Background: an optimization exercise with open tools, aiming at small area and a short achievable clock period. Do not read the settings as production practice.
RTL that was checked went through simulation tests only; none was proved equivalent to the original.
Power figures rest on the tool's default switching activity, not on a simulated workload.

// fp_alu
module fp_alu (
    input  wire                     FPUCLK,
    input  wire                     RST,
    input  wire fpu_pkg::fp_word_t  a,
    input  wire fpu_pkg::fp_word_t  b,
    input  wire fpu_pkg::fp_op_e    ctrl,
    output fpu_pkg::fp_word_t       out
);
    logic                 v1, v2, v3;
    fpu_pkg::in_stage_t   s1;
    fpu_pkg::rows_stage_t s2;
    fpu_pkg::sum_stage_t  s3;
    fp_exp_stage u_exp (
        .FPUCLK (FPUCLK),
        .RST    (RST),
        .a      (a),
        .b      (b),
        .ctrl   (ctrl),
        .v1     (v1),
        .s1     (s1)
    );
    fp_align_stage u_align (
        .FPUCLK (FPUCLK),
        .RST    (RST),
        .v1     (v1),
        .s1     (s1),
        .v2     (v2),
        .s2     (s2)
    );
    fp_add_stage u_add (
        .FPUCLK (FPUCLK),
        .RST    (RST),
        .v2     (v2),
        .s2     (s2),
        .v3     (v3),
        .s3     (s3)
    );
    fp_norm_stage u_norm (
        .FPUCLK (FPUCLK),
        .RST    (RST),
        .v3     (v3),
        .s3     (s3),
        .out    (out)
    );
endmodule
==> module fp_align_stage, before the edit <==
module fp_align_stage (
    input  wire                       FPUCLK,
    input  wire                       RST,
    input  wire                       v1,
    input  wire fpu_pkg::in_stage_t   s1,
    output logic                      v2,
    output fpu_pkg::rows_stage_t      s2
);
    localparam int Z = 23 - fpu_pkg::LOWC;    
    fpu_pkg::fp_word_t a;
    logic [22:0] b_frac;
    logic        a_inf, b_inf, a_zero, b_zero;
    logic [8:0]  dab, dba;
    logic [7:0]  d;
    logic        eswap, swap, sub;
    logic [23:0] a_m, b_m, x_m, y_m, y_c;
    logic [7:0]  x_exp;
    logic [fpu_pkg::RW-1:0] m0, m1, m2;
    logic        lowc;
    fpu_pkg::rows_stage_t nxt;
    assign a = s1.a;
    always_comb
    begin
        for (int i = 0; i < 12; i++)
        begin
            b_frac[2*i] = s1.one[i] ^ ((i == 0) ? 1'b0 : s1.neg[i-1]);
            if (i < 11)
                b_frac[2*i+1] = s1.neg[i];
        end
    end
    assign a_inf  = (a.exp == fpu_pkg::EXP_INF);
    assign b_inf  = (s1.b_exp == fpu_pkg::EXP_INF);
    assign a_zero = (a.exp == 8'd0) && (a.frac == 23'd0);
    assign b_zero = (s1.b_exp == 8'd0) && (s1.neg == 11'd0) && (s1.one == 12'd0);
    fp_mul_tree u_tree (
        .x    ({1'b1, a.frac}),
        .one  (s1.one),
        .two  (s1.two),
        .neg  ({1'b1, s1.neg}),
        .r0   (m0),
        .r1   (m1),
        .r2   (m2),
        .lowc (lowc)
    );
    assign dab   = {1'b0, a.exp} - {1'b0, s1.b_exp};
    assign dba   = {1'b0, s1.b_exp} - {1'b0, a.exp};
    assign eswap = dab[8];
    assign d     = eswap ? dba[7:0] : dab[7:0];
    assign swap  = eswap | ((a.exp == s1.b_exp) && (a.frac <= b_frac));
    assign a_m   = {~a_zero, a.frac};
    assign b_m   = {~(b_zero & ~a_zero), b_frac};
    assign x_m   = swap ? b_m : a_m;
    assign y_m   = swap ? a_m : b_m;
    assign y_c   = (d >= 8'd24) ? 24'd0 : (y_m >> {d[4:3], 3'b000});
    assign x_exp = eswap ? s1.b_exp : a.exp;
    assign sub   = a.sign ^ s1.b_sign;
    always_comb
    begin
        nxt.inf = a_inf | b_inf;
        nxt.add = ~s1.mul;
        nxt.mul = s1.mul;
        nxt.sub = sub;
        nxt.sh   = d[2:0];
        nxt.sh_n = ~d[2:0];
        if (s1.mul)
        begin
            nxt.kill = a_zero | b_zero;
            nxt.sign = a.sign ^ s1.b_sign;
            nxt.exp  = a.exp + s1.b_exp + 8'd130;    
            nxt.cin  = lowc;
            nxt.row0 = m0;
            nxt.row1 = m1;
            nxt.row2 = m2;
        end
        else
        begin
            nxt.kill = 1'b0;
            nxt.sign = a_inf ? a.sign : (b_inf ? s1.b_sign :
                       (swap ? s1.b_sign : a.sign));
            nxt.exp  = x_exp + 8'd1;
            nxt.cin  = sub;
            nxt.row0 = {1'b0, x_m, {Z{1'b0}}};
            nxt.row1 = {1'b0, y_c, {Z{1'b0}}};
            nxt.row2 = '0;
        end
    end
    always_ff @(posedge FPUCLK or negedge RST)
    begin
        if (!RST)
            v2 <= 1'b0;
        else
            v2 <= v1;
    end
    always_ff @(posedge FPUCLK)
        s2 <= nxt;
endmodule
==> flow/config.mk <==
export PLATFORM = sky130hd
export DESIGN_NAME = fp_alu
export DESIGN_NICKNAME = fp_alu
export VERILOG_FILES = /design/flow/design.v
export SDC_FILE = /design/flow/constraint.sdc
export NUM_CORES = 4
export LEC_CHECK = 0
export CAP_MARGIN = 70
export CORE_MARGIN = 2
export CORE_UTILIZATION = 40
export CTS_CLUSTER_DIAMETER = 150
export CTS_CLUSTER_SIZE = 20
export PLACE_DENSITY = 0.75
export SLEW_MARGIN = 70
==> flow/constraint.sdc <==
create_clock -name core_clock -period 14.5 [get_ports {FPUCLK}]
set_input_delay 2.9000 -clock core_clock [delete_from_list [all_inputs] [get_ports {FPUCLK}]]
set_output_delay 2.9000 -clock core_clock [all_outputs]
set_load 0.01 [all_outputs]
standard.sh (not shown) runs the stock make flow with config.mk's settings and CLKGATE_MAP_FILE= SYNTH_SCRIPT=/design/flow/synth_recipe.tcl, a recipe that flattens the netlist after the stock synthesis.
==> flow/flow/run.sh <==
#!/bin/bash
# The standard layout (standard.sh) with two changes:
#  - the buffers placed on the ports are sky130_fd_sc_hd__buf_2 cells rather
#    than the flow's default pick (a slow clkdlybuf4s50 delay cell);
#  - after the standard synthesis, flow/fapol.py re-derives the inverters
#    around the full-adder cells (a full adder is self-dual), which removes
#    many inv_1 cells; registers and all other cells are left as they are.
# Each step's full output goes to a log file of its own in this folder.
set -euo pipefail
export BUFFER_PORTS_ARGS="-buffer_cell sky130_fd_sc_hd__buf_2"
R=orfs/results/sky130hd/fp_alu/base
bash standard.sh synth > synth.log 2>&1
cp $R/1_2_yosys.v yosys_netlist_orig.v
python3 flow/fapol.py yosys_netlist_orig.v $R/1_2_yosys.v > fapol.log 2>&1
touch $R/1_2_yosys.v
bash standard.sh > standard.log 2>&1
Other scripts of this flow, unchanged in this note and not shown: flow/flow/fapol.py
Next try:
--- a/flow/design.v
+++ b/flow/design.v
@@ -106,5 +106,5 @@
     logic [8:0]  dab, dba;
     logic [7:0]  d;
-    logic        eswap, swap, sub;
+    logic        eswap, lswap, swap, sub;
     logic [23:0] a_m, b_m, x_m, y_m, y_c;
     logic [7:0]  x_exp;
@@ -140,10 +140,12 @@
     assign eswap = dab[8];
     assign d     = eswap ? dba[7:0] : dab[7:0];
-    assign swap  = eswap | ((a.exp == s1.b_exp) && (a.frac <= b_frac));
+    assign lswap = (a.exp == s1.b_exp) && (a.frac <= b_frac);
+    assign swap  = eswap | lswap;
     assign a_m   = {~a_zero, a.frac};
     assign b_m   = {~(b_zero & ~a_zero), b_frac};
     assign x_m   = swap ? b_m : a_m;
-    assign y_m   = swap ? a_m : b_m;
-    assign y_c   = (d >= 8'd24) ? 24'd0 : (y_m >> {d[4:3], 3'b000});
+    assign y_m   = eswap ? a_m : b_m;
+    assign y_c   = lswap ? a_m :
+                   ((d >= 8'd24) ? 24'd0 : (y_m >> {d[4:3], 3'b000}));
     assign x_exp = eswap ? s1.b_exp : a.exp;
     assign sub   = a.sign ^ s1.b_sign;
=> Worst setup slack gets better by 0.018 ns. Cell area grows by a few percent. Sequential power hardly moves. Total power came out higher by a few percent. Non-clock buffer count shrinks by 3. Area after synthesis is higher by a few percent. Global-route usage is lower by 0.31 points. Die area came out higher by a few percent. Utilization rose by 0.19 points. Register-to-register slack gets better by 0.02 ns. Routed wire length increases by a few percent. Via count came out higher by a few percent. Critical path depth rose by 1. Clock power came out higher by a little under a tenth.
No functional check of the RTL was part of the second run of this note.

========
fp_alu, a different RTL version from the one above (not shown whole).
Size: roughly 3700 cells after synthesis, ~220 flip-flops, about 100 I/O pins, about 28000 um2 of cells after synthesis.
==> flow/design.v (excerpt) <==
module fp_alu (
    input  wire                     FPUCLK,
    input  wire                     RST,
    input  wire fpu_pkg::fp_word_t  a,
    input  wire fpu_pkg::fp_word_t  b,
    input  wire fpu_pkg::fp_op_e    ctrl,
    output fpu_pkg::fp_word_t       out
);
==> module fp_norm_stage, before the edit <==
module fp_norm_stage (
    input  wire                        FPUCLK,
    input  wire                        RST,
    input  wire                        v3,
    input  wire fpu_pkg::sum_stage_t   s3,
    output fpu_pkg::fp_word_t          out
);
    logic [4:0]        lz;
    logic [24:0]       norm;
    fpu_pkg::fp_word_t nxt_out;
    logic [31:0] v;
    logic [15:0] z1;             
    logic [7:0]  z2;             
    logic [3:0]  z3;             
    logic [1:0]  z4;             
    logic [31:0] t16, t8, t4, t2;
    assign v = {s3.mant, 7'd0};
    always_comb
    begin
        for (int i = 0; i < 16; i++) z1[i] = ~(v[2*i] | v[2*i+1]);
        for (int i = 0; i < 8; i++)  z2[i] = z1[2*i] & z1[2*i+1];
        for (int i = 0; i < 4; i++)  z3[i] = z2[2*i] & z2[2*i+1];
        for (int i = 0; i < 2; i++)  z4[i] = z3[2*i] & z3[2*i+1];
    end
    assign lz[4] = z4[1];
    assign t16   = lz[4] ? {v[15:0], 16'd0} : v;
    assign lz[3] = lz[4] ? z3[1] : z3[3];
    assign t8    = lz[3] ? {t16[23:0], 8'd0} : t16;
    assign lz[2] = ~|t8[31:28];
    assign t4    = lz[2] ? {t8[27:0], 4'd0} : t8;
    assign lz[1] = ~|t4[31:30];
    assign t2    = lz[1] ? {t4[29:0], 2'd0} : t4;
    assign lz[0] = ~t2[31];
    assign norm  = lz[0] ? t2[30:6] : t2[31:7];
    always_comb
    begin
        if (s3.inf)
            nxt_out = {s3.sign, fpu_pkg::EXP_INF, 23'd0};
        else if (s3.kill || (s3.mant == 25'd0))
            nxt_out = '0;
        else
            nxt_out = {s3.sign, s3.exp - {3'd0, lz}, norm[23:1]};
    end
    always_ff @(posedge FPUCLK or negedge RST)
    begin
        if (!RST)
            out <= '0;
        else if (v3)
            out <= nxt_out;           
    end
endmodule
clock: 14.5 ns
lec_check: 0
cap_margin: 20
core_margin: 2
core_utilization: 40
slew_margin: 20
run.sh (not shown) runs the stock make flow with config.mk's settings and CLKGATE_MAP_FILE= SYNTH_SCRIPT=/design/flow/synth_recipe.tcl, a recipe that flattens the netlist after the stock synthesis.
Stock flow here: none of the scripts above is used.
The first run completed with no timing, DRC or antenna violations.
Rerun with:
--- a/flow/design.v
+++ b/flow/design.v
@@ -2168,30 +2168,26 @@
     logic [4:0]        lz;
     logic [24:0]       norm;
     fpu_pkg::fp_word_t nxt_out;
-    logic [31:0] v;
-    logic [15:0] z1;             
-    logic [7:0]  z2;             
-    logic [3:0]  z3;             
-    logic [1:0]  z4;             
-    logic [31:0] t16, t8, t4, t2;
-    assign v = {s3.mant, 7'd0};
-    always_comb
-    begin
-        for (int i = 0; i < 16; i++) z1[i] = ~(v[2*i] | v[2*i+1]);
-        for (int i = 0; i < 8; i++)  z2[i] = z1[2*i] & z1[2*i+1];
-        for (int i = 0; i < 4; i++)  z3[i] = z2[2*i] & z2[2*i+1];
-        for (int i = 0; i < 2; i++)  z4[i] = z3[2*i] & z3[2*i+1];
-    end
-    assign lz[4] = z4[1];
-    assign t16   = lz[4] ? {v[15:0], 16'd0} : v;
-    assign lz[3] = lz[4] ? z3[1] : z3[3];
-    assign t8    = lz[3] ? {t16[23:0], 8'd0} : t16;
-    assign lz[2] = ~|t8[31:28];
-    assign t4    = lz[2] ? {t8[27:0], 4'd0} : t8;
-    assign lz[1] = ~|t4[31:30];
-    assign t2    = lz[1] ? {t4[29:0], 2'd0} : t4;
-    assign lz[0] = ~t2[31];
-    assign norm  = lz[0] ? t2[30:6] : t2[31:7];
+    function automatic logic [4:0] lead_zeros(input logic [24:0] v);
+        logic [4:0] n;
+        logic       found;
+        int         i;
+        n     = 5'd0;
+        found = 1'b0;
+        for (i = 24; i >= 0; i = i - 1)
+        begin
+            if (!found)
+            begin
+                if (v[i])
+                    found = 1'b1;
+                else
+                    n = n + 5'd1;
+            end
+        end
+        lead_zeros = n;
+    endfunction
+    assign lz   = lead_zeros(s3.mant);
+    assign norm = s3.mant << lz;
     always_comb
     begin
         if (s3.inf)
=> Sequential share of layout area decreases by 1.1 points. Utilization decreases by 0.34 points. Die area rose by a little under a tenth. Clock power shrinks by a few percent. Hold slack is about the same. Total power went up by roughly a tenth. Setup slack gets worse by 7.2 ns. Register-to-register slack gets worse by 7.2 ns. Cell area is higher by a little under a tenth.

========
== rev 12 ==
RTL: one of the versions met above, not the one the previous note started from.
Size: roughly 3,000 cells after synthesis, about 280 flip-flops, roughly 27,000 sq um of cells after synthesis.
==> module fp_exp_stage, before the edit <==
module fp_exp_stage (
    input  wire                     FPUCLK,
    input  wire                     RST,
    input  wire fpu_pkg::fp_word_t  a,
    input  wire fpu_pkg::fp_word_t  b,
    input  wire fpu_pkg::fp_op_e    ctrl,
    output logic                    v1,
    output fpu_pkg::in_stage_t      s1
);
    logic [23:0] y;
    fpu_pkg::in_stage_t nxt;
    assign y = {1'b1, b.frac};
    always_comb
    begin
        nxt.mul    = (ctrl == fpu_pkg::MUL);
        nxt.a      = a;
        nxt.b_sign = b.sign ^ (ctrl == fpu_pkg::SUB);
        nxt.b_exp  = b.exp;
        for (int i = 0; i < 12; i++)
        begin
            logic y2, y1, y0;
            y2 = y[2*i+1];
            y1 = y[2*i];
            y0 = (i == 0) ? 1'b0 : y[2*i-1];
            if (i < 11)
                nxt.neg[i] = y2;
            nxt.one[i] = y1 ^ y0;
            nxt.two[i] = (y2 & ~y1 & ~y0) | (~y2 & y1 & y0);
        end
    end
    always_ff @(posedge FPUCLK or negedge RST)
    begin
        if (!RST)
            v1 <= 1'b0;
        else
            v1 <= (ctrl == fpu_pkg::ADD) || (ctrl == fpu_pkg::SUB) ||
                  (ctrl == fpu_pkg::MUL);
    end
    always_ff @(posedge FPUCLK)
        s1 <= nxt;
endmodule
==> module fp_align_stage, before the edit <==
module fp_align_stage (
    input  wire                       FPUCLK,
    input  wire                       RST,
    input  wire                       v1,
    input  wire fpu_pkg::in_stage_t   s1,
    output logic                      v2,
    output fpu_pkg::rows_stage_t      s2
);
    localparam int Z = 23 - fpu_pkg::LOWC;    
    fpu_pkg::fp_word_t a;
    logic [22:0] b_frac;
    logic        a_inf, b_inf, a_zero, b_zero;
    logic [8:0]  dab, dba;
    logic [7:0]  d;
    logic        eswap, lswap, swap, sub;
    logic [23:0] a_m, b_m, x_m, y_m, y_c;
    logic [7:0]  x_exp;
    logic [fpu_pkg::RW-1:0] m0, m1, m2;
    logic        lowc;
    fpu_pkg::rows_stage_t nxt;
    assign a = s1.a;
    always_comb
    begin
        for (int i = 0; i < 12; i++)
        begin
            b_frac[2*i] = s1.one[i] ^ ((i == 0) ? 1'b0 : s1.neg[i-1]);
            if (i < 11)
                b_frac[2*i+1] = s1.neg[i];
        end
    end
    assign a_inf  = (a.exp == fpu_pkg::EXP_INF);
    assign b_inf  = (s1.b_exp == fpu_pkg::EXP_INF);
    assign a_zero = (a.exp == 8'd0) && (a.frac == 23'd0);
    assign b_zero = (s1.b_exp == 8'd0) && (s1.neg == 11'd0) && (s1.one == 12'd0);
    fp_mul_tree u_tree (
        .x    ({1'b1, a.frac}),
        .one  (s1.one),
        .two  (s1.two),
        .neg  ({1'b1, s1.neg}),
        .r0   (m0),
        .r1   (m1),
        .r2   (m2),
        .lowc (lowc)
    );
    assign dab   = {1'b0, a.exp} - {1'b0, s1.b_exp};
    assign dba   = {1'b0, s1.b_exp} - {1'b0, a.exp};
    assign eswap = dab[8];
    assign d     = eswap ? dba[7:0] : dab[7:0];
    assign lswap = (a.exp == s1.b_exp) && (a.frac <= b_frac);
    assign swap  = eswap | lswap;
    assign a_m   = {~a_zero, a.frac};
    assign b_m   = {~(b_zero & ~a_zero), b_frac};
    assign x_m   = swap ? b_m : a_m;
    assign y_m   = eswap ? a_m : b_m;
    assign y_c   = lswap ? a_m :
                   ((d >= 8'd24) ? 24'd0 : (y_m >> {d[4:3], 3'b000}));
    assign x_exp = eswap ? s1.b_exp : a.exp;
    assign sub   = a.sign ^ s1.b_sign;
    always_comb
    begin
        nxt.inf = a_inf | b_inf;
        nxt.add = ~s1.mul;
        nxt.mul = s1.mul;
        nxt.sub = sub;
        nxt.sh   = d[2:0];
        nxt.sh_n = ~d[2:0];
        if (s1.mul)
        begin
            nxt.kill = a_zero | b_zero;
            nxt.sign = a.sign ^ s1.b_sign;
            nxt.exp  = a.exp + s1.b_exp + 8'd130;    
            nxt.cin  = lowc;
            nxt.row0 = m0;
            nxt.row1 = m1;
            nxt.row2 = m2;
        end
        else
        begin
            nxt.kill = 1'b0;
            nxt.sign = a_inf ? a.sign : (b_inf ? s1.b_sign :
                       (swap ? s1.b_sign : a.sign));
            nxt.exp  = x_exp + 8'd1;
            nxt.cin  = sub;
            nxt.row0 = {1'b0, x_m, {Z{1'b0}}};
            nxt.row1 = {1'b0, y_c, {Z{1'b0}}};
            nxt.row2 = '0;
        end
    end
    always_ff @(posedge FPUCLK or negedge RST)
    begin
        if (!RST)
            v2 <= 1'b0;
        else
            v2 <= v1;
    end
    always_ff @(posedge FPUCLK)
        s2 <= nxt;
endmodule
==> flow/config.mk <==
export PLATFORM = sky130hd
export DESIGN_NAME = fp_alu
export DESIGN_NICKNAME = fp_alu
export VERILOG_FILES = /design/flow/design.v
export SDC_FILE = /design/flow/constraint.sdc
export NUM_CORES = 4
export LEC_CHECK = 0
export CAP_MARGIN = 70
export CORE_MARGIN = 2
export CORE_UTILIZATION = 40
export CTS_CLUSTER_DIAMETER = 150
export CTS_CLUSTER_SIZE = 20
export PLACE_DENSITY = 0.75
export SLEW_MARGIN = 70
==> flow/constraint.sdc <==
create_clock -name core_clock -period 14.5 [get_ports {FPUCLK}]
set_input_delay 2.9000 -clock core_clock [delete_from_list [all_inputs] [get_ports {FPUCLK}]]
set_output_delay 2.9000 -clock core_clock [all_outputs]
set_load 0.01 [all_outputs]
standard.sh (not shown) runs the stock make flow with config.mk's settings and CLKGATE_MAP_FILE= SYNTH_SCRIPT=/design/flow/synth_recipe.tcl, a recipe that flattens the netlist after the stock synthesis.
==> flow/flow/run.sh <==
#!/bin/bash
# The standard layout, except that the buffers placed on the ports are
# sky130_fd_sc_hd__buf_2 cells rather than the flow's default pick (a slow
# clkdlybuf4s50 delay cell). Everything else is standard.sh unchanged.
set -euo pipefail
export BUFFER_PORTS_ARGS="-buffer_cell sky130_fd_sc_hd__buf_2"
bash standard.sh > standard.log 2>&1
Rev 12: all stages complete, timing, DRC and antenna checks passed
Input-level comparison between rev 13 and rev 12:
diff --git a/flow/design.v b/flow/design.v
--- a/flow/design.v
+++ b/flow/design.v
@@ -22,6 +22,7 @@
         logic [10:0] neg;           
         logic [11:0] one;           
         logic [11:0] two;           
+        logic [11:0] b_even;        
     } in_stage_t;
     typedef struct packed {
         logic        inf;           
@@ -75,6 +76,7 @@
             if (i < 11)
                 nxt.neg[i] = y2;
             nxt.one[i] = y1 ^ y0;
+            nxt.b_even[i] = y1;
             nxt.two[i] = (y2 & ~y1 & ~y0) | (~y2 & y1 & y0);
         end
     end
@@ -116,7 +118,7 @@
     begin
         for (int i = 0; i < 12; i++)
         begin
-            b_frac[2*i] = s1.one[i] ^ ((i == 0) ? 1'b0 : s1.neg[i-1]);
+            b_frac[2*i] = s1.b_even[i];
             if (i < 11)
                 b_frac[2*i+1] = s1.neg[i];
         end
@@ -124,7 +126,7 @@
     assign a_inf  = (a.exp == fpu_pkg::EXP_INF);
     assign b_inf  = (s1.b_exp == fpu_pkg::EXP_INF);
     assign a_zero = (a.exp == 8'd0) && (a.frac == 23'd0);
-    assign b_zero = (s1.b_exp == 8'd0) && (s1.neg == 11'd0) && (s1.one == 12'd0);
+    assign b_zero = (s1.b_exp == 8'd0) && (b_frac == 23'd0);
     fp_mul_tree u_tree (
         .x    ({1'b1, a.frac}),
         .one  (s1.one),
[summary]
Count of cell types in the netlist (rev 13 vs. rev 12) decreases by a few percent. Non-clock buffer count came out lower on rev 13 than on rev 12. Power delta (rev 13 − rev 12): favourable. Synthesis-to-layout area growth was lower in rev 12 than in rev 13. The area fraction of clock buffers and clock inverters was comparable across rev 13 and rev 12. Iteration-0 DRC count of the detailed router, rev 13 and rev 12, lower one = rev 12. Lower area of all placed cells without fillers among rev 13 and rev 12: rev 12. ~same die extent in y in rev 13 and rev 12. Switching component of the power, rev 13 and rev 12: larger value in rev 12. Number of placed instances, taps included essentially unchanged between rev 13 and rev 12. Diff rev 13 and rev 12: proportion of power drawn by combinational gates lower in rev 13. Looking at cell type of the slowest stage on the worst timing path, the sky130_fd_sc_hd__clkinv_2 result is from rev 12; the sky130_fd_sc_hd__dfrtp_1 one comes from rev 13.
Function was not checked in any run of this note: the RTL went through the layout flow alone.

## afterwards: timing with drivers on the ports
How much do the figures lean on ideal ports? The routed layouts below were timed once more, with nothing changed but the port constraints.
Step 1: set_driving_cell puts a clkbuf_16 on FPUCLK and a buf_2 on each other input, an assumption about the parent block.
Step 2 times the ports against the registers' clock, not the clock port: input delays grow and output delays shrink by t, the midpoint of the rising clock arrivals with the driver on.
Slacks: ideal / step 1 / step 2; pairs: ideal / step 1.
| run | t, ns | setup slack, ns | clock arrival spread, ns | slew at the worst register clock pin (ns) |
|---|---|---|---|---|
| the first run of note 1 | 0.589 | 10.329 / 10.329 / 10.329 | 0.043 / 0.043 | 0.09 / 0.09 |
| the second run of note 1 | 0.605 | 10.347 / 10.347 / 10.347 | 0.033 / 0.033 | 0.09 / 0.09 |
| the first run of note 2 | 0.647 | 8.486 / 8.486 / 8.486 | 0.016 / 0.017 | 0.07 / 0.07 |
| the second run of note 2 | 0.694 | 1.335 / 1.335 / 1.335 | 0.063 / 0.063 | 0.07 / 0.07 |
| rev 12 | 0.605 | 10.385 / 10.385 / 10.385 | 0.034 / 0.034 | 0.10 / 0.10 |
| rev 13 | 0.615 | 10.484 / 10.421 / 10.537 | 0.029 / 0.030 | 0.10 / 0.10 |
After both steps setup and hold are still met in every run listed.
